Background: an optimization exercise with open tools, aiming at small area, a short achievable clock period and few clock cycles per item. Do not read the settings as production practice.
Function was checked by simulation only, so behaviour that the tests miss may differ from the original.

==> trial 65: inputs <==
## note_envelope_motor_drive
module note_envelope_motor_drive (
  input  logic        clk,
  input  logic        rst,
  input  logic        s_tvalid,
  output logic        s_tready,
  input  logic [63:0] s_tdata,
  input  logic        s_tuser,
  output logic        m_tvalid,
  input  logic        m_tready,
  output logic [7:0]  m_tdata,
  input  logic        psel,
  input  logic        penable,
  input  logic        pwrite,
  input  logic [3:0]  paddr,
  input  logic [31:0] pwdata,
  output logic [31:0] prdata,
  output logic        pready
);
  localparam int DEPTH = 29;
  logic [15:0] attack_fraction;
  logic [8:0]  rise_gain;
  logic [8:0]  fall_gain;
  logic [15:0] level;
  logic [16:0] att_dec;
  logic [4:0]  be_rn, be_ro, be_rt, be_fn, be_fo, be_ft;
  logic [4:0]  bh_rp1, bh_rp2, bh_rm1, bh_rm2, bh_fp1, bh_fp2, bh_fm1, bh_fm2;
  wire [9:0] wa = 10'd256 - {1'b0, pwdata[8:0]};
  wire [10:0] wx = {wa, 1'b0};
  wire [4:0] wa_n, wa_o, wa_t;
  for (genvar j = 0; j < 5; j++) begin : g_benc
    assign wa_n[j] = wx[2*j+2] & (wa_o[j] | wa_t[j]);
    assign wa_o[j] = wx[2*j+1] ^ wx[2*j];
    assign wa_t[j] = (wx[2*j+2] & ~wx[2*j+1] & ~wx[2*j]) | (~wx[2*j+2] & wx[2*j+1] & wx[2*j]);
  end
  logic        s_tready_q;
  logic [4:0] inflight;
  logic [4:0] fcount;
  logic [4:0] wptr, rptr;
  logic [7:0]  fmem [DEPTH];
  logic        p1_v;
  logic        p1_kill;
  logic        p1_tz;
  logic        p1_dsat;
  logic [9:0] p1_x;
  logic [15:0] p1_el;
  logic [11:0] p1_tempo;
  logic [11:0] p1_rem;
  ...
clock: 10.0 ns
lec_check: 0
abc_area: 1
cap_margin: 20
core_margin: 2
core_utilization: 55
setup_slack_margin: 5
slew_margin: 20
run.sh (not shown) runs the stock make flow with config.mk's settings and CLKGATE_MAP_FILE= SYNTH_SCRIPT=/design/flow/synth_recipe.tcl, a recipe that flattens the netlist after the stock synthesis.
==> inputs of build 54, as changes to trial 65 <==
--- a/flow/design.v
+++ b/flow/design.v
@@ -109,16 +109,15 @@
   logic [8:0]  rise_gain;
   logic [8:0]  fall_gain;
   logic [15:0] level;
   logic [16:0] att_dec;
   logic [4:0]  be_rn, be_ro, be_rt, be_fn, be_fo, be_ft;
-  logic [4:0]  bh_rp1, bh_rp2, bh_rm1, bh_rm2, bh_fp1, bh_fp2, bh_fm1, bh_fm2;
   wire [9:0] wa = 10'd256 - {1'b0, pwdata[8:0]};
   wire [10:0] wx = {wa, 1'b0};
   wire [4:0] wa_n, wa_o, wa_t;
   for (genvar j = 0; j < 5; j++) begin : g_benc
-    assign wa_n[j] = wx[2*j+2] & (wa_o[j] | wa_t[j]);
+    assign wa_n[j] = wx[2*j+2];
     assign wa_o[j] = wx[2*j+1] ^ wx[2*j];
     assign wa_t[j] = (wx[2*j+2] & ~wx[2*j+1] & ~wx[2*j]) | (~wx[2*j+2] & wx[2*j+1] & wx[2*j]);
   end
   logic        s_tready_q;
   logic [4:0] inflight;
@@ -316,35 +315,31 @@
   logic        p26_kill;
   logic [15:0] p26_tg;
   logic [26:0] p26_pr;
   logic [26:0] p26_pf;
   assign pready = 1'b1;
-  logic [31:0] prdata_q;
-  always_ff @(posedge clk) begin
+  always_comb begin
     case (paddr[3:2])
-      REG_ATTACK: prdata_q <= {16'd0, attack_fraction};
-      REG_RISE:   prdata_q <= {23'd0, rise_gain};
-      REG_FALL:   prdata_q <= {23'd0, fall_gain};
-      default:    prdata_q <= 32'd0;
+      REG_ATTACK: prdata = {16'd0, attack_fraction};
+      REG_RISE:   prdata = {23'd0, rise_gain};
+      REG_FALL:   prdata = {23'd0, fall_gain};
+      default:    prdata = 32'd0;
     endcase
   end
-  assign prdata = prdata_q;
   always_ff @(posedge clk) begin
     if (rst) begin
       attack_fraction <= ATTACK_RESET;
       rise_gain       <= RISE_RESET;
       fall_gain       <= FALL_RESET;
       att_dec         <= ONE_Q16 - {1'b0, ATTACK_RESET};
-      bh_rp1 <= 5'd13; bh_rp2 <= 5'd0; bh_rm1 <= 5'd2; bh_rm2 <= 5'd0;
-      bh_fp1 <= 5'd16; bh_fp2 <= 5'd0; bh_fm1 <= 5'd8; bh_fm2 <= 5'd2;
       be_rn <= 5'd2; be_ro <= 5'd15; be_rt <= 5'd0;
-      be_fn <= 5'd10; be_fo <= 5'd24; be_ft <= 5'd2;
+      be_fn <= 5'd14; be_fo <= 5'd24; be_ft <= 5'd2;
     end else if (psel && penable && pwrite) begin
       case (paddr[3:2])
         REG_ATTACK: begin attack_fraction <= pwdata[15:0]; att_dec <= ONE_Q16 - {1'b0, pwdata[15:0]}; end
-        REG_RISE:   begin rise_gain <= pwdata[8:0]; be_rn <= wa_n; be_ro <= wa_o; be_rt <= wa_t; bh_rp1 <= wa_o & ~wa_n; bh_rp2 <= wa_t & ~wa_n; bh_rm1 <= wa_o & wa_n; bh_rm2 <= wa_t & wa_n; end
-        REG_FALL:   begin fall_gain <= pwdata[8:0]; be_fn <= wa_n; be_fo <= wa_o; be_ft <= wa_t; bh_fp1 <= wa_o & ~wa_n; bh_fp2 <= wa_t & ~wa_n; bh_fm1 <= wa_o & wa_n; bh_fm2 <= wa_t & wa_n; end
+        REG_RISE:   begin rise_gain <= pwdata[8:0]; be_rn <= wa_n; be_ro <= wa_o; be_rt <= wa_t; end
+        REG_FALL:   begin fall_gain <= pwdata[8:0]; be_fn <= wa_n; be_fo <= wa_o; be_ft <= wa_t; end
         default:    ;
       endcase
     end
   end
   wire [11:0] i_freq  = s_tdata[13:2];
@@ -844,41 +839,31 @@
   always_ff @(posedge clk) p26_kill <= p25_kill;
   always_ff @(posedge clk) p26_tg <= p25_tg;
   always_ff @(posedge clk) p26_pr <= s25_pr;
   always_ff @(posedge clk) p26_pf <= s25_pf;
   wire rising = (p26_tg > level);
-  wire [16:0] lrf0 = ({17{bh_rp1[0]}} & {1'b0, level}) | ({17{bh_rp2[0]}} & {level, 1'b0}) |
-                      ({17{bh_rm1[0]}} & ~{1'b0, level}) | ({17{bh_rm2[0]}} & ~{level, 1'b0});
-  wire [26:0] lrr0 = {{10{bh_rm1[0] | bh_rm2[0]}}, lrf0} << 0;
-  wire [16:0] lrf1 = ({17{bh_rp1[1]}} & {1'b0, level}) | ({17{bh_rp2[1]}} & {level, 1'b0}) |
-                      ({17{bh_rm1[1]}} & ~{1'b0, level}) | ({17{bh_rm2[1]}} & ~{level, 1'b0});
-  wire [26:0] lrr1 = {{10{bh_rm1[1] | bh_rm2[1]}}, lrf1} << 2;
-  wire [16:0] lrf2 = ({17{bh_rp1[2]}} & {1'b0, level}) | ({17{bh_rp2[2]}} & {level, 1'b0}) |
-                      ({17{bh_rm1[2]}} & ~{1'b0, level}) | ({17{bh_rm2[2]}} & ~{level, 1'b0});
-  wire [26:0] lrr2 = {{10{bh_rm1[2] | bh_rm2[2]}}, lrf2} << 4;
-  wire [16:0] lrf3 = ({17{bh_rp1[3]}} & {1'b0, level}) | ({17{bh_rp2[3]}} & {level, 1'b0}) |
-                      ({17{bh_rm1[3]}} & ~{1'b0, level}) | ({17{bh_rm2[3]}} & ~{level, 1'b0});
-  wire [26:0] lrr3 = {{10{bh_rm1[3] | bh_rm2[3]}}, lrf3} << 6;
-  wire [16:0] lrf4 = ({17{bh_rp1[4]}} & {1'b0, level}) | ({17{bh_rp2[4]}} & {level, 1'b0}) |
-                      ({17{bh_rm1[4]}} & ~{1'b0, level}) | ({17{bh_rm2[4]}} & ~{level, 1'b0});
-  wire [26:0] lrr4 = {{10{bh_rm1[4] | bh_rm2[4]}}, lrf4} << 8;
+  wire [26:0] lrm0 = be_ro[0] ? {11'd0, level} : be_rt[0] ? {10'd0, level, 1'b0} : 27'd0;
+  wire [26:0] lrr0 = (be_rn[0] ? ~lrm0 : lrm0) << 0;
+  wire [26:0] lrm1 = be_ro[1] ? {11'd0, level} : be_rt[1] ? {10'd0, level, 1'b0} : 27'd0;
+  wire [26:0] lrr1 = (be_rn[1] ? ~lrm1 : lrm1) << 2;
+  wire [26:0] lrm2 = be_ro[2] ? {11'd0, level} : be_rt[2] ? {10'd0, level, 1'b0} : 27'd0;
+  wire [26:0] lrr2 = (be_rn[2] ? ~lrm2 : lrm2) << 4;
+  wire [26:0] lrm3 = be_ro[3] ? {11'd0, level} : be_rt[3] ? {10'd0, level, 1'b0} : 27'd0;
+  wire [26:0] lrr3 = (be_rn[3] ? ~lrm3 : lrm3) << 6;
+  wire [26:0] lrm4 = be_ro[4] ? {11'd0, level} : be_rt[4] ? {10'd0, level, 1'b0} : 27'd0;
+  wire [26:0] lrr4 = (be_rn[4] ? ~lrm4 : lrm4) << 8;
   wire [26:0] s_r = lrr0 + lrr1 + lrr2 + lrr3 + lrr4 + p26_pr;
-  wire [16:0] lff0 = ({17{bh_fp1[0]}} & {1'b0, level}) | ({17{bh_fp2[0]}} & {level, 1'b0}) |
-                      ({17{bh_fm1[0]}} & ~{1'b0, level}) | ({17{bh_fm2[0]}} & ~{level, 1'b0});
-  wire [26:0] lfr0 = {{10{bh_fm1[0] | bh_fm2[0]}}, lff0} << 0;
-  wire [16:0] lff1 = ({17{bh_fp1[1]}} & {1'b0, level}) | ({17{bh_fp2[1]}} & {level, 1'b0}) |
-                      ({17{bh_fm1[1]}} & ~{1'b0, level}) | ({17{bh_fm2[1]}} & ~{level, 1'b0});
-  wire [26:0] lfr1 = {{10{bh_fm1[1] | bh_fm2[1]}}, lff1} << 2;
-  wire [16:0] lff2 = ({17{bh_fp1[2]}} & {1'b0, level}) | ({17{bh_fp2[2]}} & {level, 1'b0}) |
-                      ({17{bh_fm1[2]}} & ~{1'b0, level}) | ({17{bh_fm2[2]}} & ~{level, 1'b0});
-  wire [26:0] lfr2 = {{10{bh_fm1[2] | bh_fm2[2]}}, lff2} << 4;
-  wire [16:0] lff3 = ({17{bh_fp1[3]}} & {1'b0, level}) | ({17{bh_fp2[3]}} & {level, 1'b0}) |
-                      ({17{bh_fm1[3]}} & ~{1'b0, level}) | ({17{bh_fm2[3]}} & ~{level, 1'b0});
-  wire [26:0] lfr3 = {{10{bh_fm1[3] | bh_fm2[3]}}, lff3} << 6;
-  wire [16:0] lff4 = ({17{bh_fp1[4]}} & {1'b0, level}) | ({17{bh_fp2[4]}} & {level, 1'b0}) |
-                      ({17{bh_fm1[4]}} & ~{1'b0, level}) | ({17{bh_fm2[4]}} & ~{level, 1'b0});
-  wire [26:0] lfr4 = {{10{bh_fm1[4] | bh_fm2[4]}}, lff4} << 8;
+  wire [26:0] lfm0 = be_fo[0] ? {11'd0, level} : be_ft[0] ? {10'd0, level, 1'b0} : 27'd0;
+  wire [26:0] lfr0 = (be_fn[0] ? ~lfm0 : lfm0) << 0;
+  wire [26:0] lfm1 = be_fo[1] ? {11'd0, level} : be_ft[1] ? {10'd0, level, 1'b0} : 27'd0;
+  wire [26:0] lfr1 = (be_fn[1] ? ~lfm1 : lfm1) << 2;
+  wire [26:0] lfm2 = be_fo[2] ? {11'd0, level} : be_ft[2] ? {10'd0, level, 1'b0} : 27'd0;
+  wire [26:0] lfr2 = (be_fn[2] ? ~lfm2 : lfm2) << 4;
+  wire [26:0] lfm3 = be_fo[3] ? {11'd0, level} : be_ft[3] ? {10'd0, level, 1'b0} : 27'd0;
+  wire [26:0] lfr3 = (be_fn[3] ? ~lfm3 : lfm3) << 6;
+  wire [26:0] lfm4 = be_fo[4] ? {11'd0, level} : be_ft[4] ? {10'd0, level, 1'b0} : 27'd0;
+  wire [26:0] lfr4 = (be_fn[4] ? ~lfm4 : lfm4) << 8;
   wire [26:0] s_f = lfr0 + lfr1 + lfr2 + lfr3 + lfr4 + p26_pf;
   wire [18:0] q_r = s_r[26:8];
   wire [18:0] q_f = s_f[26:8];
   wire [15:0] n_r = (q_r[17:8] == 10'd0) ? 16'd0 : (q_r[17:16] != 2'd0) ? 16'hFFFF : q_r[15:0];
   wire [15:0] n_f = (q_f[18] | (q_f[17:8] == 10'd0)) ? 16'd0 : q_f[15:0];
@@ -910,17 +895,9 @@
   end
   always_ff @(posedge clk) begin
     if (fifo_we) fmem[wptr] <= fifo_wd;
   end
   assign s_tready = s_tready_q;
-  logic        m_tvalid_q;
-  logic [7:0]  m_tdata_q;
-  wire [4:0] fcount_next = fcount + {4'd0, fifo_we} - {4'd0, take};
-  wire [4:0] rptr_next = take ? ((rptr == 5'd28) ? 5'd0 : rptr + 5'd1) : rptr;
-  always_ff @(posedge clk) begin
-    m_tvalid_q <= rst ? 1'b0 : (fcount_next != 5'd0);
-    m_tdata_q  <= (fifo_we && (rptr_next == wptr)) ? fifo_wd : fmem[rptr_next];
-  end
-  assign m_tvalid = m_tvalid_q;
-  assign m_tdata  = m_tdata_q;
+  assign m_tvalid = (fcount != 5'd0);
+  assign m_tdata  = fmem[rptr];
 endmodule
 `default_nettype wire
--- a/flow/config.mk
+++ b/flow/config.mk
@@ -7,7 +7,7 @@
 export LEC_CHECK = 0
 export ABC_AREA = 1
 export CAP_MARGIN = 20
 export CORE_MARGIN = 2
 export CORE_UTILIZATION = 55
-export SETUP_SLACK_MARGIN = 5
+export SETUP_SLACK_MARGIN = 4.5
 export SLEW_MARGIN = 20
==> comparison <==
- Build 54 completed with no timing, DRC or antenna violations. Trial 65 completed with no timing, DRC or antenna violations.
- Of build 54 and trial 65, trial 65 has the higher setup slack (gap 0.086 ns).
- Between build 54 and trial 65, the lower routed wire length is in build 54 (gap 10%, measured against trial 65).
- Against trial 65, the sequential share of layout area of build 54 is higher by 0.91 points.
- In build 54 the cell count is lower than in trial 65, by about 5%.
- Between build 54 and trial 65, the lower register-to-register slack is in build 54 (gap 0.09 ns).
- Of build 54 and trial 65, trial 65 has the higher cell area (gap 7.3%, measured against trial 65).
- Between build 54 and trial 65, the lower utilization is in build 54 (gap 3.4 points).
Testbench counts of trial 65, summed over its fixed seeds: cycles 5,248, items 4,800.
Testbench counts of build 54, summed over its fixed seeds: cycles 5,248, items 4,800.

---

==> run E: inputs <==
note_envelope_motor_drive, a different RTL version from the one above (not shown whole).
clock: 10.0 ns
lec_check: 0
abc_area: 1
cap_margin: 20
core_margin: 2
core_utilization: 55
cts_cluster_diameter: 120
cts_cluster_size: 24
setup_slack_margin: 4.5
slew_margin: 20
==> run F: changes against run E <==
--- a/flow/config.mk
+++ b/flow/config.mk
@@ -10,6 +10,7 @@
 export CORE_MARGIN = 2
 export CORE_UTILIZATION = 55
-export CTS_CLUSTER_DIAMETER = 120
-export CTS_CLUSTER_SIZE = 24
+export CTS_CLUSTER_DIAMETER = 100
+export CTS_CLUSTER_SIZE = 20
+export PLACE_DENSITY = 0.7
 export SETUP_SLACK_MARGIN = 4.5
 export SLEW_MARGIN = 20
==> qor summary <==
item	run E	run F
Router iterations before antenna repair	8	9
Outcome	finished clean	finished clean
Routed vias/inst	5.59	5.50
Non-filler cells in the finished layout	19100	19100
Min Hold Slack	0.314 ns	0.294 ns
Startpoint of the tightest hold check path	p15_x[9]	p20_nq[13]
Layout Skew	0.0376 ns	0.0405 ns
GRT met3 Usage	0.0408	0.0371
Number of global-route vias before repair	104000	99500
Sequential cell area in the final layout	36700 µm²	36700 µm²
TritonCTS Buffers	85	103
Endpoint with the worst hold slack	p16_x[9]	p21_nq[15]
DR WL met2	168 mm	154 mm
Final routed wirelength across all metal layers	365 mm	338 mm
Inverters, non-clock	2574	2576
Post-Place Worst Slack	2.39 ns	2.97 ns
Number of logic stages on the critical path including buffering	45	42
Worst setup path endpoint	p2_rem[2]	p2_rem[1]
Final non-clock buffer share	0.0332	0.0286
Testbench counts of run E, summed over its fixed seeds: cycles 5,248, items 4,800.
Testbench counts of run F, summed over its fixed seeds: cycles 5,248, items 4,800.

re-timing with driven ports:
The results above use ideal ports. As a check the final layouts listed here were re-extracted and re-timed, cells and wires unchanged. Step 1: set_driving_cell puts a clkbuf_16 on clk and a buf_2 on each other input, an assumption about the parent block. Step 2 also shifts input and output timing later by t, the mid clock arrival at the registers, as if the neighbouring blocks saw the same clock. Slacks: ideal ports / drivers / drivers and shift; pairs: ideal ports / drivers.
| run | t (ns) | setup WS [ns] | latest minus earliest clock arrival (ns) | worst data-port slew with drivers (ns) |
|---|---|---|---|---|
| trial 65 | 0.947 | 4.592 / 4.592 / 4.101 | 0.110 / 0.110 | 0.20 |
| build 54 | 0.929 | 4.506 / 4.506 / 4.506 | 0.082 / 0.082 | 0.09 |
| run E | 0.863 | 4.434 / 4.434 / 3.918 | 0.055 / 0.055 | 0.18 |
| run F | 0.865 | 4.425 / 4.425 / 4.135 | 0.061 / 0.061 | 0.17 |
After both steps setup and hold are still met in every run listed. The setup slack of run E, which loses most, moves by 0.000 ns with the drivers and by -0.516 ns with both steps.
